Background: an optimization exercise with open tools, aiming at small area, a short achievable clock period and few clock cycles per item. Do not read the settings as production practice.
The RTL was checked by simulation tests, not by an equivalence proof against the original design.
No activity file was given, so power comes from the tool's default toggle rates.

File: design/flow/run.sh
#!/bin/bash
# synth_recipe.tcl (not shown) runs the flow's synth.tcl, then flattens the netlist and writes it again
# the make line also repeats each setting of config.mk as NAME=value (left out here)
make -C /OpenROAD-flow-scripts/flow DESIGN_CONFIG=/design/flow/config.mk WORK_HOME=/design/flow/orfs CLKGATE_MAP_FILE= SYNTH_SCRIPT=/design/flow/synth_recipe.tcl finish
File: design/flow/config.mk
export PLATFORM = sky130hd
export DESIGN_NAME = hue_chroma_key_alpha_unit
export DESIGN_NICKNAME = hue_chroma_key_alpha_unit
export VERILOG_FILES = /design/flow/design.v
export SDC_FILE = /design/flow/constraint.sdc
export NUM_CORES = 4
export LEC_CHECK = 0
export CAP_MARGIN = 20
export CORE_MARGIN = 2
export CORE_UTILIZATION = 40
export SLEW_MARGIN = 20
File: design/flow/constraint.sdc
create_clock -name core_clock -period 6.0 [get_ports {aclk}]
set_input_delay 1.2000 -clock core_clock [delete_from_list [all_inputs] [get_ports {aclk}]]
set_output_delay 1.2000 -clock core_clock [all_outputs]
set_load 0.01 [all_outputs]
File: design/flow/design.v
`timescale 1ns / 1ps
package hcka_pkg;
    localparam int CH_W      = 8;
    localparam int HUE_W     = 9;
    localparam int BQ_W      = 3;      
    localparam int BR_W      = 6;      
    localparam int CFG_IDX_W = 1;
    localparam int CFG_W     = HUE_W;
    localparam int S_DATA_W  = 24;
    localparam int M_DATA_W  = 32;
    localparam logic [CFG_IDX_W-1:0] REG_HUE_LOW  = 1'b0;
    localparam logic [CFG_IDX_W-1:0] REG_HUE_HIGH = 1'b1;
    localparam logic [BQ_W-1:0] LO_Q_RST = 3'd2;
    localparam logic [BR_W-1:0] LO_R_RST = 6'd11;
    localparam logic [BQ_W-1:0] HI_Q_RST = 3'd2;
    localparam logic [BR_W-1:0] HI_R_RST = 6'd25;
endpackage
`timescale 1ns / 1ps
import hcka_pkg::*;
module hcka_sector (
    input  logic [hcka_pkg::CH_W-1:0] red,
    input  logic [hcka_pkg::CH_W-1:0] green,
    input  logic [hcka_pkg::CH_W-1:0] blue,
    output logic                      rg_neg,    
    output logic                      rb_neg,    
    output logic                      gb_neg,    
    output logic [hcka_pkg::CH_W-1:0] delta,
    output logic [hcka_pkg::CH_W-1:0] t
);
    logic [CH_W:0] rg, rb, gb;
    logic [5:0]    sext;
    logic          nd, nt;
    logic [CH_W-1:0] dp, tp;
    assign rg = {1'b0, red}   - {1'b0, green};
    assign rb = {1'b0, red}   - {1'b0, blue};
    assign gb = {1'b0, green} - {1'b0, blue};
    assign rg_neg = rg[CH_W];
    assign rb_neg = rb[CH_W];
    assign gb_neg = gb[CH_W];
    hcka_sext u_sext (.rg_neg(rg_neg), .rb_neg(rb_neg), .gb_neg(gb_neg), .sext(sext));
    assign nt = sext[1] | sext[2] | sext[3];
    assign nd = sext[2] | sext[3] | sext[4];
    assign tp = (({CH_W{sext[0] | sext[3]}} & gb[CH_W-1:0])
               | ({CH_W{sext[1] | sext[4]}} & rg[CH_W-1:0])
               | ({CH_W{sext[2] | sext[5]}} & rb[CH_W-1:0])) ^ {CH_W{nt}};
    assign dp = (({CH_W{sext[0] | sext[3]}} & rb[CH_W-1:0])
               | ({CH_W{sext[1] | sext[4]}} & gb[CH_W-1:0])
               | ({CH_W{sext[2] | sext[5]}} & rg[CH_W-1:0])) ^ {CH_W{nd}};
    assign delta[0] = dp[0] ^ nd;
    assign t[0]     = tp[0] ^ nt;
    for (genvar k = 1; k < CH_W; k++) begin : g_inc
        assign delta[k] = dp[k] ^ (nd & (&dp[k-1:0]));
        assign t[k]     = tp[k] ^ (nt & (&tp[k-1:0]));
    end
endmodule
module hcka_sext (
    input  logic       rg_neg,
    input  logic       rb_neg,
    input  logic       gb_neg,
    output logic [5:0] sext
);
    logic r_max, g_max, b_max;
    assign r_max = !rg_neg && !rb_neg;
    assign g_max = !r_max && !gb_neg;
    assign b_max = !r_max && gb_neg;
    assign sext[0] = r_max && !gb_neg;
    assign sext[5] = r_max &&  gb_neg;
    assign sext[1] = g_max && !rb_neg;
    assign sext[2] = g_max &&  rb_neg;
    assign sext[4] = b_max && !rg_neg;
    assign sext[3] = b_max &&  rg_neg;
endmodule
module hcka_cmp_0 (
    input  logic [5:0] a,
    input  logic [7:0] d,
    input  logic [7:0] t,
    output logic       y
);
    logic n1, n2, n3, n4, n5, n6, n7, n8, n9, n10, n11, n12, n13, n14, n15, n16, n17, n18, n19, n20, n21, n22, n23, n24, n25, n26, n27, n28, n29, n30, n31, n32, n33, n34, n35, n36, n37, n38, n39, n40, n41, n42, n43, n44, n45, n46, n47, n48, n49, n50, n51, n52, n53, n54, n55, n56, n57, n58, n59, n60, n61, n62, n63, n64, n65, n66, n67, n68, n69, n70, n71, n72, n73, n74, n75, n76, n77, n78, n79, n80, n81, n82, n83, n84, n85, n86, n87, n88, n89, n90, n91, n92, n93, n94, n95, n96, n97, n98, n99, n100, n101, n102, n103, n104, n105, n106, n107, n108, n109, n110, n111, n112, n113, n114, n115, n116, n117, n118, n119, n120, n121, n122, n123, n124, n125, n126, n127, n128, n129, n130, n131, n132, n133, n134, n135, n136, n137, n138, n139, n140, n141, n142, n143, n144, n145, n146, n147, n148, n149, n150, n151, n152, n153, n154, n155, n156, n157, n158, n159, n160, n161, n162, n163, n164, n165, n166, n167, n168, n169, n170, n171, n172;
    assign n1 = (a[0] & d[5]) ^ (a[1] & d[4]);
    assign n2 = (a[0] & d[5]) & (a[1] & d[4]);
    assign n3 = (a[0] & d[6]) ^ (a[1] & d[5]) ^ (a[2] & d[4]);
    assign n4 = ((a[0] & d[6]) & (a[1] & d[5])) | ((a[0] & d[6]) & (a[2] & d[4])) | ((a[1] & d[5]) & (a[2] & d[4]));
    assign n5 = (a[3] & d[3]) ^ (a[4] & d[2]) ^ (a[5] & d[1]);
    assign n6 = ((a[3] & d[3]) & (a[4] & d[2])) | ((a[3] & d[3]) & (a[5] & d[1])) | ((a[4] & d[2]) & (a[5] & d[1]));
    assign n7 = (a[0] & d[7]) ^ (a[1] & d[6]) ^ (a[2] & d[5]);
    assign n8 = ((a[0] & d[7]) & (a[1] & d[6])) | ((a[0] & d[7]) & (a[2] & d[5])) | ((a[1] & d[6]) & (a[2] & d[5]));
    assign n9 = (a[3] & d[4]) ^ (a[4] & d[3]) ^ (a[5] & d[2]);
    assign n10 = ((a[3] & d[4]) & (a[4] & d[3])) | ((a[3] & d[4]) & (a[5] & d[2])) | ((a[4] & d[3]) & (a[5] & d[2]));
    assign n11 = (a[1] & d[7]) ^ (a[2] & d[6]) ^ (a[3] & d[5]);
    assign n12 = ((a[1] & d[7]) & (a[2] & d[6])) | ((a[1] & d[7]) & (a[3] & d[5])) | ((a[2] & d[6]) & (a[3] & d[5]));
    assign n13 = (a[4] & d[4]) ^ (a[5] & d[3]);
    assign n14 = (a[4] & d[4]) & (a[5] & d[3]);
    assign n15 = (a[2] & d[7]) ^ (a[3] & d[6]) ^ (a[4] & d[5]);
    assign n16 = ((a[2] & d[7]) & (a[3] & d[6])) | ((a[2] & d[7]) & (a[4] & d[5])) | ((a[3] & d[6]) & (a[4] & d[5]));
    assign n17 = (a[0] & d[3]) ^ (a[1] & d[2]);
    assign n18 = (a[0] & d[3]) & (a[1] & d[2]);
    assign n19 = (a[0] & d[4]) ^ (a[1] & d[3]) ^ (a[2] & d[2]);
    assign n20 = ((a[0] & d[4]) & (a[1] & d[3])) | ((a[0] & d[4]) & (a[2] & d[2])) | ((a[1] & d[3]) & (a[2] & d[2]));
    assign n21 = (a[3] & d[1]) ^ (a[4] & d[0]);
    assign n22 = (a[3] & d[1]) & (a[4] & d[0]);
    assign n23 = (a[2] & d[3]) ^ (a[3] & d[2]) ^ (a[4] & d[1]);
    assign n24 = ((a[2] & d[3]) & (a[3] & d[2])) | ((a[2] & d[3]) & (a[4] & d[1])) | ((a[3] & d[2]) & (a[4] & d[1]));
    assign n25 = (a[5] & d[0]) ^ t[3] ^ n1;
    assign n26 = ((a[5] & d[0]) & t[3]) | ((a[5] & d[0]) & n1) | (t[3] & n1);
    assign n27 = t[4] ^ (~t[0]) ^ 1'b1;
    assign n28 = (t[4] & (~t[0])) | (t[4] & 1'b1) | ((~t[0]) & 1'b1);
    assign n29 = n3 ^ n5 ^ n2;
    assign n30 = (n3 & n5) | (n3 & n2) | (n5 & n2);
    assign n31 = t[5] ^ (~t[1]) ^ n7;
    assign n32 = (t[5] & (~t[1])) | (t[5] & n7) | ((~t[1]) & n7);
    assign n33 = n9 ^ n4 ^ n6;
    assign n34 = (n9 & n4) | (n9 & n6) | (n4 & n6);
    assign n35 = t[6] ^ (~t[2]) ^ n11;
    assign n36 = (t[6] & (~t[2])) | (t[6] & n11) | ((~t[2]) & n11);
    assign n37 = n13 ^ n8 ^ n10;
    assign n38 = (n13 & n8) | (n13 & n10) | (n8 & n10);
    assign n39 = (a[5] & d[4]) ^ t[7] ^ (~t[3]);
    assign n40 = ((a[5] & d[4]) & t[7]) | ((a[5] & d[4]) & (~t[3])) | (t[7] & (~t[3]));
    assign n41 = n15 ^ n12 ^ n14;
    assign n42 = (n15 & n12) | (n15 & n14) | (n12 & n14);
    assign n43 = (a[3] & d[7]) ^ (a[4] & d[6]) ^ (a[5] & d[5]);
    assign n44 = ((a[3] & d[7]) & (a[4] & d[6])) | ((a[3] & d[7]) & (a[5] & d[5])) | ((a[4] & d[6]) & (a[5] & d[5]));
    assign n45 = (~t[4]) ^ n16;
    assign n46 = (~t[4]) & n16;
    assign n47 = (a[4] & d[7]) ^ (a[5] & d[6]);
    assign n48 = (a[4] & d[7]) & (a[5] & d[6]);
    assign n49 = (a[0] & d[2]) ^ (a[1] & d[1]);
    assign n50 = (a[0] & d[2]) & (a[1] & d[1]);
    assign n51 = (a[2] & d[1]) ^ (a[3] & d[0]) ^ t[1];
    assign n52 = ((a[2] & d[1]) & (a[3] & d[0])) | ((a[2] & d[1]) & t[1]) | ((a[3] & d[0]) & t[1]);
    assign n53 = t[2] ^ n19 ^ n21;
    assign n54 = (t[2] & n19) | (t[2] & n21) | (n19 & n21);
    assign n55 = n23 ^ n25 ^ n20;
    assign n56 = (n23 & n25) | (n23 & n20) | (n25 & n20);
    assign n57 = n27 ^ n29 ^ n24;
    assign n58 = (n27 & n29) | (n27 & n24) | (n29 & n24);
    assign n59 = n31 ^ n33 ^ n28;
    assign n60 = (n31 & n33) | (n31 & n28) | (n33 & n28);
    assign n61 = n35 ^ n37 ^ n32;
    assign n62 = (n35 & n37) | (n35 & n32) | (n37 & n32);
    assign n63 = n39 ^ n41 ^ n36;
    assign n64 = (n39 & n41) | (n39 & n36) | (n41 & n36);
    assign n65 = n43 ^ n45 ^ n40;
    assign n66 = (n43 & n45) | (n43 & n40) | (n45 & n40);
    assign n67 = (~t[5]) ^ n47 ^ n44;
    assign n68 = ((~t[5]) & n47) | ((~t[5]) & n44) | (n47 & n44);
    assign n69 = (a[5] & d[7]) ^ (~t[6]);
    assign n70 = (a[5] & d[7]) & (~t[6]);
    assign n71 = (a[2] & d[0]) ^ t[0];
    assign n72 = (a[2] & d[0]) & t[0];
    assign n73 = n17 ^ n51 ^ n50;
    assign n74 = (n17 & n51) | (n17 & n50) | (n51 & n50);
    assign n75 = n18 ^ n53 ^ n52;
    assign n76 = (n18 & n53) | (n18 & n52) | (n53 & n52);
    assign n77 = n22 ^ n55 ^ n54;
    assign n78 = (n22 & n55) | (n22 & n54) | (n55 & n54);
    assign n79 = n26 ^ n57 ^ n56;
    assign n80 = (n26 & n57) | (n26 & n56) | (n57 & n56);
    assign n81 = n30 ^ n59 ^ n58;
    assign n82 = (n30 & n59) | (n30 & n58) | (n59 & n58);
    assign n83 = n34 ^ n61 ^ n60;
    assign n84 = (n34 & n61) | (n34 & n60) | (n61 & n60);
    assign n85 = n38 ^ n63 ^ n62;
    assign n86 = (n38 & n63) | (n38 & n62) | (n63 & n62);
    assign n87 = n42 ^ n65 ^ n64;
    assign n88 = (n42 & n65) | (n42 & n64) | (n65 & n64);
    assign n89 = n46 ^ n67 ^ n66;
    assign n90 = (n46 & n67) | (n46 & n66) | (n67 & n66);
    assign n91 = n48 ^ n69 ^ n68;
    assign n92 = (n48 & n69) | (n48 & n68) | (n69 & n68);
    assign n93 = (~t[7]) ^ n70;
    assign n94 = (~t[7]) & n70;
    assign n95 = (a[0] & d[0]) & 1'b0;
    assign n109 = (a[0] & d[0]) | 1'b0;
    assign n96 = (a[0] & d[1]) & (a[1] & d[0]);
    assign n110 = (a[0] & d[1]) | (a[1] & d[0]);
    assign n97 = n49 & n71;
    assign n111 = n49 | n71;
    assign n98 = n73 & n72;
    assign n112 = n73 | n72;
    assign n99 = n75 & n74;
    assign n113 = n75 | n74;
    assign n100 = n77 & n76;
    assign n114 = n77 | n76;
    assign n101 = n79 & n78;
    assign n115 = n79 | n78;
    assign n102 = n81 & n80;
    assign n116 = n81 | n80;
    assign n103 = n83 & n82;
    assign n117 = n83 | n82;
    assign n104 = n85 & n84;
    assign n118 = n85 | n84;
    assign n105 = n87 & n86;
    assign n119 = n87 | n86;
    assign n106 = n89 & n88;
    assign n120 = n89 | n88;
    assign n107 = n91 & n90;
    assign n121 = n91 | n90;
    assign n108 = n93 & n92;
    assign n122 = n93 | n92;
    assign n123 = n96 | (n110 & n95);
    assign n124 = n110 & n109;
    assign n125 = n98 | (n112 & n97);
    assign n126 = n112 & n111;
    assign n127 = n100 | (n114 & n99);
    assign n128 = n114 & n113;
    assign n129 = n102 | (n116 & n101);
    assign n130 = n116 & n115;
    assign n131 = n104 | (n118 & n103);
    assign n132 = n118 & n117;
    assign n133 = n106 | (n120 & n105);
    assign n134 = n120 & n119;
    assign n135 = n108 | (n122 & n107);
    assign n136 = n122 & n121;
    assign n137 = n97 | (n111 & n123);
    assign n138 = n111 & n124;
    assign n139 = n125 | (n126 & n123);
    assign n140 = n126 & n124;
    assign n141 = n101 | (n115 & n127);
    assign n142 = n115 & n128;
    assign n143 = n129 | (n130 & n127);
    assign n144 = n130 & n128;
    assign n145 = n105 | (n119 & n131);
    assign n146 = n119 & n132;
    assign n147 = n133 | (n134 & n131);
    assign n148 = n134 & n132;
    assign n149 = n99 | (n113 & n139);
    assign n150 = n113 & n140;
    assign n151 = n127 | (n128 & n139);
    assign n152 = n128 & n140;
    assign n153 = n141 | (n142 & n139);
    assign n154 = n142 & n140;
    assign n155 = n143 | (n144 & n139);
    assign n156 = n144 & n140;
    assign n157 = n107 | (n121 & n147);
    assign n158 = n121 & n148;
    assign n159 = n135 | (n136 & n147);
    assign n160 = n136 & n148;
    assign n161 = n103 | (n117 & n155);
    assign n162 = n117 & n156;
    assign n163 = n131 | (n132 & n155);
    assign n164 = n132 & n156;
    assign n165 = n145 | (n146 & n155);
    assign n166 = n146 & n156;
    assign n167 = n147 | (n148 & n155);
    assign n168 = n148 & n156;
    assign n169 = n157 | (n158 & n155);
    assign n170 = n158 & n156;
    assign n171 = n159 | (n160 & n155);
    assign n172 = n160 & n156;
    assign y = 1'b1 ^ n94 ^ n171;
endmodule
module hcka_cmp_1 (
    input  logic [5:0] a,
    input  logic [7:0] d,
    input  logic [7:0] t,
    output logic       y
);
    logic n1, n2, n3, n4, n5, n6, n7, n8, n9, n10, n11, n12, n13, n14, n15, n16, n17, n18, n19, n20, n21, n22, n23, n24, n25, n26, n27, n28, n29, n30, n31, n32, n33, n34, n35, n36, n37, n38, n39, n40, n41, n42, n43, n44, n45, n46, n47, n48, n49, n50, n51, n52, n53, n54, n55, n56, n57, n58, n59, n60, n61, n62, n63, n64, n65, n66, n67, n68, n69, n70, n71, n72, n73, n74, n75, n76, n77, n78, n79, n80, n81, n82, n83, n84, n85, n86, n87, n88, n89, n90, n91, n92, n93, n94, n95, n96, n97, n98, n99, n100, n101, n102, n103, n104, n105, n106, n107, n108, n109, n110, n111, n112, n113, n114, n115, n116, n117, n118, n119, n120, n121, n122, n123, n124, n125, n126, n127, n128, n129, n130, n131, n132, n133, n134, n135, n136, n137, n138, n139, n140, n141, n142, n143, n144, n145, n146, n147, n148, n149, n150, n151, n152, n153, n154, n155, n156, n157, n158, n159, n160, n161, n162, n163, n164, n165, n166, n167, n168, n169, n170, n171, n172, n173, n174, n175, n176, n177, n178, n179, n180, n181, n182;
    assign n1 = (a[0] & d[4]) ^ (a[1] & d[3]);
    assign n2 = (a[0] & d[4]) & (a[1] & d[3]);
    assign n3 = (a[0] & d[5]) ^ (a[1] & d[4]) ^ (a[2] & d[3]);
    assign n4 = ((a[0] & d[5]) & (a[1] & d[4])) | ((a[0] & d[5]) & (a[2] & d[3])) | ((a[1] & d[4]) & (a[2] & d[3]));
    assign n5 = (a[3] & d[2]) ^ (a[4] & d[1]);
    assign n6 = (a[3] & d[2]) & (a[4] & d[1]);
    assign n7 = (a[0] & d[6]) ^ (a[1] & d[5]) ^ (a[2] & d[4]);
    assign n8 = ((a[0] & d[6]) & (a[1] & d[5])) | ((a[0] & d[6]) & (a[2] & d[4])) | ((a[1] & d[5]) & (a[2] & d[4]));
    assign n9 = (a[3] & d[3]) ^ (a[4] & d[2]) ^ (a[5] & d[1]);
    assign n10 = ((a[3] & d[3]) & (a[4] & d[2])) | ((a[3] & d[3]) & (a[5] & d[1])) | ((a[4] & d[2]) & (a[5] & d[1]));
    assign n11 = (a[0] & d[7]) ^ (a[1] & d[6]) ^ (a[2] & d[5]);
    assign n12 = ((a[0] & d[7]) & (a[1] & d[6])) | ((a[0] & d[7]) & (a[2] & d[5])) | ((a[1] & d[6]) & (a[2] & d[5]));
    assign n13 = (a[3] & d[4]) ^ (a[4] & d[3]) ^ (a[5] & d[2]);
    assign n14 = ((a[3] & d[4]) & (a[4] & d[3])) | ((a[3] & d[4]) & (a[5] & d[2])) | ((a[4] & d[3]) & (a[5] & d[2]));
    assign n15 = (a[1] & d[7]) ^ (a[2] & d[6]) ^ (a[3] & d[5]);
    assign n16 = ((a[1] & d[7]) & (a[2] & d[6])) | ((a[1] & d[7]) & (a[3] & d[5])) | ((a[2] & d[6]) & (a[3] & d[5]));
    assign n17 = (a[4] & d[4]) ^ (a[5] & d[3]);
    assign n18 = (a[4] & d[4]) & (a[5] & d[3]);
    assign n19 = (a[2] & d[7]) ^ (a[3] & d[6]) ^ (a[4] & d[5]);
    assign n20 = ((a[2] & d[7]) & (a[3] & d[6])) | ((a[2] & d[7]) & (a[4] & d[5])) | ((a[3] & d[6]) & (a[4] & d[5]));
    assign n21 = (a[0] & d[2]) ^ (a[1] & d[1]);
    assign n22 = (a[0] & d[2]) & (a[1] & d[1]);
    assign n23 = (a[0] & d[3]) ^ (a[1] & d[2]) ^ (a[2] & d[1]);
    assign n24 = ((a[0] & d[3]) & (a[1] & d[2])) | ((a[0] & d[3]) & (a[2] & d[1])) | ((a[1] & d[2]) & (a[2] & d[1]));
    assign n25 = (a[3] & d[0]) ^ t[1];
    assign n26 = (a[3] & d[0]) & t[1];
    assign n27 = (a[2] & d[2]) ^ (a[3] & d[1]) ^ (a[4] & d[0]);
    assign n28 = ((a[2] & d[2]) & (a[3] & d[1])) | ((a[2] & d[2]) & (a[4] & d[0])) | ((a[3] & d[1]) & (a[4] & d[0]));
    assign n29 = t[2] ^ 1'b1 ^ n1;
    assign n30 = (t[2] & 1'b1) | (t[2] & n1) | (1'b1 & n1);
    assign n31 = (a[5] & d[0]) ^ t[3] ^ 1'b1;
    assign n32 = ((a[5] & d[0]) & t[3]) | ((a[5] & d[0]) & 1'b1) | (t[3] & 1'b1);
    assign n33 = n3 ^ n5 ^ n2;
    assign n34 = (n3 & n5) | (n3 & n2) | (n5 & n2);
    assign n35 = t[4] ^ (~t[0]) ^ n7;
    assign n36 = (t[4] & (~t[0])) | (t[4] & n7) | ((~t[0]) & n7);
    assign n37 = n9 ^ n4 ^ n6;
    assign n38 = (n9 & n4) | (n9 & n6) | (n4 & n6);
    assign n39 = t[5] ^ (~t[1]) ^ n11;
    assign n40 = (t[5] & (~t[1])) | (t[5] & n11) | ((~t[1]) & n11);
    assign n41 = n13 ^ n8 ^ n10;
    assign n42 = (n13 & n8) | (n13 & n10) | (n8 & n10);
    assign n43 = t[6] ^ (~t[2]) ^ n15;
    assign n44 = (t[6] & (~t[2])) | (t[6] & n15) | ((~t[2]) & n15);
    assign n45 = n17 ^ n12 ^ n14;
    assign n46 = (n17 & n12) | (n17 & n14) | (n12 & n14);
    assign n47 = (a[5] & d[4]) ^ t[7] ^ (~t[3]);
    assign n48 = ((a[5] & d[4]) & t[7]) | ((a[5] & d[4]) & (~t[3])) | (t[7] & (~t[3]));
    assign n49 = n19 ^ n16 ^ n18;
    assign n50 = (n19 & n16) | (n19 & n18) | (n16 & n18);
    assign n51 = (a[3] & d[7]) ^ (a[4] & d[6]) ^ (a[5] & d[5]);
    assign n52 = ((a[3] & d[7]) & (a[4] & d[6])) | ((a[3] & d[7]) & (a[5] & d[5])) | ((a[4] & d[6]) & (a[5] & d[5]));
    assign n53 = (~t[4]) ^ n20;
    assign n54 = (~t[4]) & n20;
    assign n55 = (a[4] & d[7]) ^ (a[5] & d[6]);
    assign n56 = (a[4] & d[7]) & (a[5] & d[6]);
    assign n57 = (a[2] & d[0]) ^ t[0];
    assign n58 = (a[2] & d[0]) & t[0];
    assign n59 = 1'b1 ^ n23 ^ n25;
    assign n60 = (1'b1 & n23) | (1'b1 & n25) | (n23 & n25);
    assign n61 = n27 ^ n29 ^ n24;
    assign n62 = (n27 & n29) | (n27 & n24) | (n29 & n24);
    assign n63 = n31 ^ n33 ^ n28;
    assign n64 = (n31 & n33) | (n31 & n28) | (n33 & n28);
    assign n65 = n35 ^ n37 ^ n32;
    assign n66 = (n35 & n37) | (n35 & n32) | (n37 & n32);
    assign n67 = n39 ^ n41 ^ n36;
    assign n68 = (n39 & n41) | (n39 & n36) | (n41 & n36);
    assign n69 = n43 ^ n45 ^ n40;
    assign n70 = (n43 & n45) | (n43 & n40) | (n45 & n40);
    assign n71 = n47 ^ n49 ^ n44;
    assign n72 = (n47 & n49) | (n47 & n44) | (n49 & n44);
    assign n73 = n51 ^ n53 ^ n48;
    assign n74 = (n51 & n53) | (n51 & n48) | (n53 & n48);
    assign n75 = (~t[5]) ^ n55 ^ n52;
    assign n76 = ((~t[5]) & n55) | ((~t[5]) & n52) | (n55 & n52);
    assign n77 = (a[5] & d[7]) ^ (~t[6]);
    assign n78 = (a[5] & d[7]) & (~t[6]);
    assign n79 = (a[0] & d[1]) ^ (a[1] & d[0]);
    assign n80 = (a[0] & d[1]) & (a[1] & d[0]);
    assign n81 = 1'b1 ^ n21 ^ n57;
    assign n82 = (1'b1 & n21) | (1'b1 & n57) | (n21 & n57);
    assign n83 = n22 ^ n59 ^ n58;
    assign n84 = (n22 & n59) | (n22 & n58) | (n59 & n58);
    assign n85 = n26 ^ n61 ^ n60;
    assign n86 = (n26 & n61) | (n26 & n60) | (n61 & n60);
    assign n87 = n30 ^ n63 ^ n62;
    assign n88 = (n30 & n63) | (n30 & n62) | (n63 & n62);
    assign n89 = n34 ^ n65 ^ n64;
    assign n90 = (n34 & n65) | (n34 & n64) | (n65 & n64);
    assign n91 = n38 ^ n67 ^ n66;
    assign n92 = (n38 & n67) | (n38 & n66) | (n67 & n66);
    assign n93 = n42 ^ n69 ^ n68;
    assign n94 = (n42 & n69) | (n42 & n68) | (n69 & n68);
    assign n95 = n46 ^ n71 ^ n70;
    assign n96 = (n46 & n71) | (n46 & n70) | (n71 & n70);
    assign n97 = n50 ^ n73 ^ n72;
    assign n98 = (n50 & n73) | (n50 & n72) | (n73 & n72);
    assign n99 = n54 ^ n75 ^ n74;
    assign n100 = (n54 & n75) | (n54 & n74) | (n75 & n74);
    assign n101 = n56 ^ n77 ^ n76;
    assign n102 = (n56 & n77) | (n56 & n76) | (n77 & n76);
    assign n103 = (~t[7]) ^ n78;
    assign n104 = (~t[7]) & n78;
    assign n105 = (a[0] & d[0]) & 1'b1;
    assign n119 = (a[0] & d[0]) | 1'b1;
    assign n106 = 1'b1 & n79;
    assign n120 = 1'b1 | n79;
    assign n107 = n81 & n80;
    assign n121 = n81 | n80;
    assign n108 = n83 & n82;
    assign n122 = n83 | n82;
    assign n109 = n85 & n84;
    assign n123 = n85 | n84;
    assign n110 = n87 & n86;
    assign n124 = n87 | n86;
    assign n111 = n89 & n88;
    assign n125 = n89 | n88;
    assign n112 = n91 & n90;
    assign n126 = n91 | n90;
    assign n113 = n93 & n92;
    assign n127 = n93 | n92;
    assign n114 = n95 & n94;
    assign n128 = n95 | n94;
    assign n115 = n97 & n96;
    assign n129 = n97 | n96;
    assign n116 = n99 & n98;
    assign n130 = n99 | n98;
    assign n117 = n101 & n100;
    assign n131 = n101 | n100;
    assign n118 = n103 & n102;
    assign n132 = n103 | n102;
    assign n133 = n106 | (n120 & n105);
    assign n134 = n120 & n119;
    assign n135 = n108 | (n122 & n107);
    assign n136 = n122 & n121;
    assign n137 = n110 | (n124 & n109);
    assign n138 = n124 & n123;
    assign n139 = n112 | (n126 & n111);
    assign n140 = n126 & n125;
    assign n141 = n114 | (n128 & n113);
    assign n142 = n128 & n127;
    assign n143 = n116 | (n130 & n115);
    assign n144 = n130 & n129;
    assign n145 = n118 | (n132 & n117);
    assign n146 = n132 & n131;
    assign n147 = n107 | (n121 & n133);
    assign n148 = n121 & n134;
    assign n149 = n135 | (n136 & n133);
    assign n150 = n136 & n134;
    assign n151 = n111 | (n125 & n137);
    assign n152 = n125 & n138;
    assign n153 = n139 | (n140 & n137);
    assign n154 = n140 & n138;
    assign n155 = n115 | (n129 & n141);
    assign n156 = n129 & n142;
    assign n157 = n143 | (n144 & n141);
    assign n158 = n144 & n142;
    assign n159 = n109 | (n123 & n149);
    assign n160 = n123 & n150;
    assign n161 = n137 | (n138 & n149);
    assign n162 = n138 & n150;
    assign n163 = n151 | (n152 & n149);
    assign n164 = n152 & n150;
    assign n165 = n153 | (n154 & n149);
    assign n166 = n154 & n150;
    assign n167 = n117 | (n131 & n157);
    assign n168 = n131 & n158;
    assign n169 = n145 | (n146 & n157);
    assign n170 = n146 & n158;
    assign n171 = n113 | (n127 & n165);
    assign n172 = n127 & n166;
    assign n173 = n141 | (n142 & n165);
    assign n174 = n142 & n166;
    assign n175 = n155 | (n156 & n165);
    assign n176 = n156 & n166;
    assign n177 = n157 | (n158 & n165);
    assign n178 = n158 & n166;
    assign n179 = n167 | (n168 & n165);
    assign n180 = n168 & n166;
    assign n181 = n169 | (n170 & n165);
    assign n182 = n170 & n166;
    assign y = 1'b1 ^ n104 ^ n181;
endmodule
`timescale 1ns / 1ps
import hcka_pkg::*;
module hue_chroma_key_alpha_unit (
    input  logic                               aclk,
    input  logic                               aresetn,
    input  logic                               s_tvalid,
    output logic                               s_tready,
    input  logic [hcka_pkg::S_DATA_W-1:0]      s_tdata,    
    output logic                               m_tvalid,
    input  logic                               m_tready,
    output logic [hcka_pkg::M_DATA_W-1:0]      m_tdata,    
    input  logic                               cfg_wr_en,
    input  logic [hcka_pkg::CFG_IDX_W-1:0]     cfg_index,
    input  logic [hcka_pkg::CFG_W-1:0]         cfg_wdata
);
    logic [BQ_W-1:0] lo_q_reg, hi_q_reg;
    logic [BR_W-1:0] lo_r_reg, hi_r_reg;
    logic [BQ_W-1:0] wr_q_ge, wr_q_gt;
    logic [BR_W-1:0] wr_r_ge, wr_r_gt;
    logic              rg_neg, rb_neg, gb_neg;
    logic [CH_W-1:0]   delta, t;
    logic                en1, en2;
    logic                v1_reg;
    logic [S_DATA_W-1:0] s1_rgb_reg;
    logic [CH_W-1:0]     s1_delta_reg, s1_t_reg;
    logic                s1_rg_neg_reg, s1_rb_neg_reg, s1_gb_neg_reg;
    logic [5:0]          sext;
    logic [5:0]          lo_gt_mask, lo_eq_mask, hi_lt_mask, hi_eq_mask;
    logic                lo_lt, hi_le;
    logic                lo_in, hi_in;
    logic                key_reg;
    logic [S_DATA_W-1:0] rgb_reg;
    always_comb begin
        wr_q_ge = '0;
        wr_q_gt = '0;
        for (int k = 1; k <= 6; k++) begin
            if (cfg_wdata >= CFG_W'(60 * k)) wr_q_ge = BQ_W'(k);
            if (cfg_wdata >  CFG_W'(60 * k)) wr_q_gt = BQ_W'(k);
        end
    end
    assign wr_r_ge = {cfg_wdata[5:2] + {1'b0, wr_q_ge}, cfg_wdata[1:0]};
    assign wr_r_gt = {cfg_wdata[5:2] + {1'b0, wr_q_gt}, cfg_wdata[1:0]};
    always_ff @(posedge aclk) begin
        if (!aresetn) begin
            lo_q_reg <= LO_Q_RST;
            lo_r_reg <= LO_R_RST;
            hi_q_reg <= HI_Q_RST;
            hi_r_reg <= HI_R_RST;
        end else if (cfg_wr_en) begin
            unique case (cfg_index)
                REG_HUE_LOW:  begin lo_q_reg <= wr_q_ge; lo_r_reg <= wr_r_ge; end
                REG_HUE_HIGH: begin hi_q_reg <= wr_q_gt; hi_r_reg <= wr_r_gt; end
                default: ;
            endcase
        end
    end
    assign en2      = !m_tvalid || m_tready;
    assign en1      = !v1_reg || en2;
    assign s_tready = en1;
    always_ff @(posedge aclk) begin
        if (!aresetn) begin
            v1_reg   <= 1'b0;
            m_tvalid <= 1'b0;
        end else begin
            if (en1) v1_reg   <= s_tvalid;
            if (en2) m_tvalid <= v1_reg;
        end
    end
    hcka_sector u_sector (
        .red    (s_tdata[7:0]),
        .green  (s_tdata[15:8]),
        .blue   (s_tdata[23:16]),
        .rg_neg (rg_neg),
        .rb_neg (rb_neg),
        .gb_neg (gb_neg),
        .delta  (delta),
        .t      (t)
    );
    always_ff @(posedge aclk) begin
        if (en1) begin
            s1_rgb_reg    <= s_tdata;
            s1_delta_reg  <= delta;
            s1_t_reg      <= t;
            s1_rg_neg_reg <= rg_neg;
            s1_rb_neg_reg <= rb_neg;
            s1_gb_neg_reg <= gb_neg;
        end
    end
    hcka_sext u_sext (
        .rg_neg (s1_rg_neg_reg),
        .rb_neg (s1_rb_neg_reg),
        .gb_neg (s1_gb_neg_reg),
        .sext   (sext)
    );
    always_comb begin
        for (int k = 0; k < 6; k++) begin
            lo_gt_mask[k] = BQ_W'(k) >  lo_q_reg;
            lo_eq_mask[k] = BQ_W'(k) == lo_q_reg;
            hi_lt_mask[k] = BQ_W'(k) <  hi_q_reg;
            hi_eq_mask[k] = BQ_W'(k) == hi_q_reg;
        end
    end
    hcka_cmp_0 u_lo (.a(lo_r_reg), .d(s1_delta_reg), .t(s1_t_reg), .y(lo_lt));
    hcka_cmp_1 u_hi (.a(hi_r_reg), .d(s1_delta_reg), .t(s1_t_reg), .y(hi_le));
    assign lo_in = |(sext & lo_gt_mask) || (|(sext & lo_eq_mask) && lo_lt);
    assign hi_in = |(sext & hi_lt_mask) || (|(sext & hi_eq_mask) && !hi_le);
    always_ff @(posedge aclk) begin
        if (en2) begin
            key_reg <= lo_in && hi_in;
            rgb_reg <= s1_rgb_reg;
        end
    end
    assign m_tdata = {{CH_W{!key_reg}}, rgb_reg};
endmodule
==> flow_summary_export.csv, run 1 <==
group,metric,value,unit
sta,finalCriticalPeriod,5.513,ns
clock_network,cts_hold_buf,0,
placement,dp_hpwl,15.10,mm
global_route,gr-total-overflow,0,
yosys,muxShareOfSynthArea,0,
floorplan,dieWidth,150.5,µm
global_route,grt_pass1_vias,6235,
yosys,synthArstFlopShare,0,
yosys,postSynthCellCount,911,
setup_path,startpoint_type,"primary input",
yosys,syn-num-nets,1087,
yosys,synth_common_cells,"inv_1, nand2_1, fa_1",
global_route,antenna_found_initial,0,
routing,routed_wl,19.04,mm
power,peakVddDrop,0.3827,mV
sta,layout_worst_path_cycle_share,0.9188,
yosys,synthTopCellsByArea,"edfxtp_1, fa_1, ha_1, inv_1, and2_1",
clock_network,cts_buffers,9,
clock_network,cts-resized-gates,0,
yosys,ys_seq_area_frac,0.2846,
yosys,synth_top_cell_by_area,"edfxtp_1",
run,cap_violations,0,
sta,worstMarginPinSlew,0.7809,ns
floorplan,rows,53,
sta,max_freq,0.1814,GHz
cells_and_area,fillers,1992,
placement,io_buffers,72,
cells_and_area,nets,1148,
routing,vias,6522,
clock_network,clockRootBuffer,"clkbuf_16",
power,power_density,501.4,nW/µm²
setup_path,path_class,"primary input to flop",
setup_path,end_kind,"flop",
floorplan,pin_count,73,
status,status,"finished clean",
cells_and_area,n_antenna_cell,0,
global_route,grt_use_total,0.1777,
yosys,synth_compound_area_frac,0.1528,
routing,drt_first_pass_iters,7,
cells_and_area,final_core_util,0.4712,
routing,wl_met1,9.106,mm
yosys,synth_edf_count,68,
routing,wl_per_cell,15.21,µm
sta,drv_slew,0,
floorplan,core_area,21020,µm²
setup_path,required,6.10,ns
power,power,4.967,mW
clock_network,cts.clk_slew.worst_paths,0.07,ns
routing,top_layer_used,"met4",
worst_hold_path,hold_class,"flop to flop",
yosys,synth-warning-count,1,
sta,relSlewSlack,0.4659,
yosys,synth_top_area_share,0.2380,
power,leakagePower,4.228,nW
routing,dr_wl_met2,8.747,mm
routing,drc,0,
floorplan,die_area,22640,µm²
clock_network,cts.sinks,88,
sta,hold_viol,0,
global_route,grt_max_degree,44,
yosys,synthSimpleGateAreaFrac,0.1632,
sta,final-setup-viol-count,0,
clock_network,cts_setup_buffers,0,
yosys,synthFlopType,"edfxtp_1",
clock_network,worstSkewPairLatency,0.36,ns
sta,rsz0062_at_grt,"false",
routing,drt_iter0_drc,464,
placement,place.gp.congestion,0.9266,
yosys,yosys.area_share.xor_xnor,0.04389,
yosys,synth-adder-area-share,0.2750,
yosys,synth_top_family_by_area,"adder cells",
setup_path,worst-path-max-fanout,10,
global_route,grt_pass1_wl,31.59,mm
clock_network,cts-htree-levels,3,
sta,tns,0,ns
yosys,ys_types,81,
clock_network,clockBufferDepth,2,
yosys,synthesis.area,8581,µm²
setup_path,cp_data_arrival_time,5.61,ns
routing,ant_nets,0,
clock_network,cts_tree,"built",
cells_and_area,areaGrowthSynthToFinish,15.44,%
floorplan,initial_core_util,0.4082,
sta,finClkSkew,0.007427,ns
yosys,synth-seq-cells,88,
routing,dr_wl_met3,1.029,mm
routing,detail_route.vias_per_cell,5.209,
yosys,avgSynthCellArea,9.419,µm²
cells_and_area,drive_above_1_share,0.05937,
yosys,yosysMostFrequentCell,"inv_1",
floorplan,fp.dieH,150.5,µm
power breakdown:
| part | internal (mW) | switching [mW] |
|---|---|---|
| clock | 0.331 | 0.265 |
| combinational | 1.63 | 1.85 |
| sequential | 0.764 | 0.126 |
| total | 2.73 | 2.24 |
cell families after synthesis:
| logic type | count (synthesis) |
|---|---|
| xor gates and xnor gates | 43 |
| DFF | 88 |
| AOI/OAI and AO/OA | 194 |
| adders and majority gates | 143 |
| and+or+nand+nor | 272 |
| buffers and inverters | 171 |
final timing paths:
check / endpoint / start / slack (ns) / cells after the start
setup / recovery: s1_t_reg[6] / s_tdata[16] / 0.49 / 18
hold / removal: rgb_reg[12] / s1_rgb_reg[12] / 0.41 / 0
setup reg to reg: key_reg / s1_delta_reg[4] / 0.59 / 15
hold reg to reg: rgb_reg[12] / s1_rgb_reg[12] / 0.41 / 0
per-layer routing:
| layer | global-route usage | vias to the layer above |
|---|---|---|
| met5 | 0 | - |
| met4 | 0.03538 | 0 |
| met3 | 0.02788 | 11 |
| met2 | 0.2807 | 163 |
| met1 | 0.2591 | 3151 |
| li1 | - | 3197 |
final cells by class:
type | instances | area [µm²] | share of cell area
Clock buffer | 9 | 225.2 | 0.02274
Clock inverter | 7 | 90.09 | 0.009094
Inverter | 132 | 498.0 | 0.05027
Multi-Input combinational cell | 652 | 5450 | 0.5502
Sequential cell | 88 | 2442 | 0.2466
Tap cell | 275 | 344.1 | 0.03474
Timing Repair Buffer | 89 | 855.8 | 0.08640
metrics by stage:
step | cells | setup WS (ns) | cell area [µm²] | hold WS (ns)
finish | 1252 | 0.4870 | 9906 | 0.4135
CTS | 1251 | 0.5178 | 9891 | 0.4179
floorplan | 911 | 0.9576 | 8581 | 0.4003
detailed placement | 1235 | 0.1678 | 9575 | 0.4045
global placement | 1235 | 0.2843 | 9575 | 0.4013
global route | 1252 | 0.1283 | 9906 | 0.4188
critical path, stage by stage:
cell and delay (ns):
clkdlybuf4s50_1 0.54, ha_1 0.19, inv_1 0.05, fa_1 0.42, a211oi_1 0.39, o21ai_1 0.12, o21a_1 0.24, inv_2 0.12
a21oi_2 0.08, a21oi_1 0.39, o22ai_1 0.15, nor2_1 0.13, ha_1 0.25, a311oi_1 0.21, nand4_1 0.19, or4b_4 0.61
nand2b_1 0.17, xnor2_1 0.14
placed cells by master (no fill, tap or decap), types with 5 or more instances in the layout:
master,synthesis,routed
a211oi_1,7,7
a21boi_0,7,7
a21o_1,8,8
a21oi_1,51,51
a22oi_1,9,9
a31oi_1,5,5
and2_1,71,71
buf_4,7,16
clkbuf_16,0,9
clkdlybuf4s50_1,0,72
dfxtp_1,20,20
edfxtp_1,68,68
fa_1,78,78
ha_1,59,59
inv_1,129,129
maj3_1,6,6
nand2_1,90,89
nand2b_1,5,5
nand3_1,13,13
nor2_1,35,35
nor2b_1,11,11
nor3_1,12,12
o21a_1,8,8
o21ai_0,30,30
o21ai_1,6,6
o22ai_1,15,15
or2_2,9,9
xnor2_1,25,25
xor2_1,18,18
Testbench counts, summed over its fixed seeds: cycles 16,400, items 16,384.
==> inputs of run 2 (changes only) <==
--- a/design/flow/config.mk
+++ b/design/flow/config.mk
@@ -7,2 +7,3 @@
 export LEC_CHECK = 0
+export ABC_AREA = 1
 export CAP_MARGIN = 20
==> run 2 against run 1 <==
  * First-iteration DRC count fell by 17%
  * Sequential cell count did not move
  * Critical path depth rose by 6
  * Die area rose by 5.1%
  * Critical endpoint unchanged
  * Critical path type unchanged
  * Still clean on timing, DRC and antenna
  * Cell count rose by 18%
==> flow_summary_export.csv, run 2 <==
group,metric,value,unit
sta,max_freq,0.2231,GHz
sta,tns,0,ns
yosys,ys_seq_area_frac,0.2705,
clock_network,clockRootBuffer,"clkbuf_16",
routing,drt_iter0_drc,385,
clock_network,cts-resized-gates,0,
setup_path,required,6.11,ns
sta,setup_ws,1.518,ns
routing,drc,0,
clock_network,cts_setup_buffers,0,
yosys,syn-num-nets,1319,
clock_network,worstSkewPairLatency,0.35,ns
clock_network,cts_tree,"built",
cells_and_area,layout.cells.most_common,"nand2_1",
setup_path,cpLargestDelayFamily,"simple AND/OR/NAND/NOR gates",
yosys,synthesis.area,9029,µm²
clock_network,cts.sinks,88,
setup_path,slowest_delay,0.42,ns
sta,final-setup-viol-count,0,
setup_path,startpoint_type,"primary input",
setup_path,end_kind,"flop",
worst_hold_path,hold_class,"flop to flop",
yosys,synth-seq-cells,88,
global_route,grt_pass1_vias,7106,
setup_path,reg2reg_slack,1.63,ns
sta,hold_slack,0.4185,ns
routing,routed_wl,20.33,mm
sta,layout_worst_path_cycle_share,0.7470,
setup_path,cp_num_buf_inv,4,
floorplan,core_area,21960,µm²
global_route,grt_max_degree,41,
setup_path,worst-path-max-fanout,15,
yosys,avgSynthCellArea,7.899,µm²
cells_and_area,drive_above_1_share,0.06761,
sta,finClkSkew,0.008324,ns
clock_network,cts-htree-levels,3,
yosys,synthFlopType,"edfxtp_1",
routing,ant_nets,0,
yosys,yosysMostFrequentCell,"nand2_1",
status,status,"finished clean",
placement,io_buffers,72,
routing,vias,7135,
power,peakVddDrop,0.3690,mV
yosys,synth_top_area_share,0.2262,
cells_and_area,nets,1369,
floorplan,initial_core_util,0.4112,
power,leakagePower,5.333,nW
clock_network,cts_hold_buf,0,
floorplan,pin_count,73,
yosys,ys_types,51,
run,cap_violations,0,
power,power,5.302,mW
sta,drv_slew,0,
yosys,synth_top_cell_by_area,"edfxtp_1",
setup_path,cp_slowest_cell,"clkdlybuf4s50_1",
clock_network,cts_buffers,9,
cells_and_area,n_antenna_cell,0,
routing,drt_first_pass_iters,5,
placement,dp_hpwl,16.49,mm
sta,rsz0062_at_grt,"false",
global_route,gr-total-overflow,0,
sta,worstMarginPinSlew,0.8704,ns
setup_path,path_class,"primary input to flop",
yosys,synth-warning-count,1,
floorplan,fp.dieH,154.2,µm
yosys,synth_common_cells,"nand2_1, inv_1, fa_1",
yosys,synthArstFlopShare,0,
cells_and_area,final_cell_mix,"nand2_1, inv_1, fa_1",
power,power_density,517.2,nW/µm²
clock_network,cts.clk_slew.worst_paths,0.07,ns
floorplan,die_area,23790,µm²
global_route,grt_use_total,0.1792,
floorplan,dieWidth,154.2,µm
floorplan,rows,54,
sta,hold_viol,0,
global_route,grt_pass1_wl,34.18,mm
sta,finalCriticalPeriod,4.482,ns
routing,detail_route.vias_per_cell,4.827,
placement,placed_cell_area,9936,µm²
cells_and_area,areaGrowthSynthToFinish,13.54,%
cells_and_area,fin_area,10250,µm²
routing,wl_per_cell,13.76,µm
setup_path,worst_path_most_repeated_cell,"nand2_1",
yosys,postSynthCellCount,1143,
setup_path,path_cells,"clkdlybuf4s50_1 > inv_1 > ha_1 > inv_1 > fa_1 > nand2_1 > nand2_1 > nand2_4 > nor2_4 > nor2_4 > nand2_8 > nand2_4 > inv_1 > o22ai_1 > nor2_1 > ha_1 > a21oi_2 > nand4_1 > nor2_2 > nand2_2 > nor2_4 > nand2_1 > nand2_1 > nand2_1",
clock_network,clockBufferDepth,2,
global_route,antenna_found_initial,0,
sta,relSlewSlack,0.4176,
placement,pre_cts_ws,1.175,ns
setup_path,cp_data_arrival_time,4.59,ns
yosys,synthTopCellsByArea,"edfxtp_1, fa_1, nand2_1, inv_1, ha_1",
yosys,synth_edf_count,68,
placement,place.gp.congestion,0.8627,
[run 2: cell count changes after synthesis, sizes merged, moves of 19 or more]
cell	before	now
a21oi	53	34
nand4	3	34
inv	131	277
nor2	35	85
nand3	13	46
nand2	90	298
and2	71	0
[run 2: area by class of cell]
type / count / area (µm²)
timing repair buffer: 73 / 728.2
clock buffer: 9 / 225.2
fill: 2142 / 11710
multi-input combinational: 744 / 5373
clock inverter: 7 / 90.09
sequential: 88 / 2442
inverter: 277 / 1042
tap: 280 / 350.3
[run 2: path summary, 6_finish.rpt]
kind / from / cells after the start / end
max: s_tdata[0] / 24 / s1_t_reg[6]
min: s1_rgb_reg[11] / 0 / rgb_reg[11]
max reg2reg: s1_delta_reg[4] / 18 / key_reg
min reg2reg: s1_rgb_reg[11] / 0 / rgb_reg[11]
[run 2: logic make-up (layout without fill, tap and decap cells)]
logic type,count (synthesis),after routing,share of synthesized area
buffers and inverters,311,366,0.1353
xor gates and xnor gates,24,24,0.02328
AOI/OAI and AO/OA,97,97,0.06389
DFF,88,88,0.2705
adders and majority gates,137,137,0.2547
and+or+nand+nor,486,486,0.2524
[run 2: worst reg2reg max path: cells and delay by family, from the launching register on]
kind | cells | cell delay, ns
AOI/OAI and AO/OA | 3 | 0.51
and+or+nand+nor | 8 | 0.72
DFF | 1 | 0.68
buffers and inverters | 3 | 0.16
adders and majority gates | 4 | 2.08
[run 2: routing by layer]
layer | GRT usage | up-vias | part of all wire
met5 | 0 | - | 0
met4 | 0.05563 | 0 | 0.026
met3 | 0.02914 | 29 | 0.030
met2 | 0.3184 | 110 | 0.49
met1 | 0.2237 | 3356 | 0.46
li1 | - | 3640 | -
[run 2: per-stage QoR]
stage | util | std cells
floorplan | - | 1143
CTS | 0.4668 | 1478
finish | 0.4668 | 1478
detailed placement | 0.4525 | 1462
global route | 0.4668 | 1478
global placement | 0.4524 | 1462
[run 2: power by group]
part	total, mW	internal (mW)	switching [mW]
sequential	0.965	0.771	0.194
combinational	3.74	1.54	2.20
clock	0.596	0.336	0.260

==> what the ideal ports hide <==
No port has a modelled driver above. Below, the same layouts with a new extraction and two added sets of constraints.
Step 1 sets driving cells, clkbuf_16 on the clock port and buf_2 on the other inputs (assumed; they add their load-dependent delay and slew).
Step 2 adds t to the input delays and takes it off the output delays; t is the mean of the earliest and latest rising clock arrival at the registers after step 1. Input paths then give back, and output paths get back, about the clock's delay inside the block.
a / b / c = ideal ports / drivers / drivers and shift; a / b = the first two.
| run | t, ns | setup slack, ns | clock arrival spread, ns |
|---|---|---|---|
| run 1 | 0.393 | 0.487 / 0.500 / 0.107 | 0.008 / 0.008 |
| run 2 | 0.388 | 1.518 / 1.533 / 1.145 | 0.010 / 0.010 |
After both steps setup and hold are still met in every run listed. For run 1, which loses most, drivers alone change the setup slack by +0.013 ns; drivers and shift together by -0.380 ns.
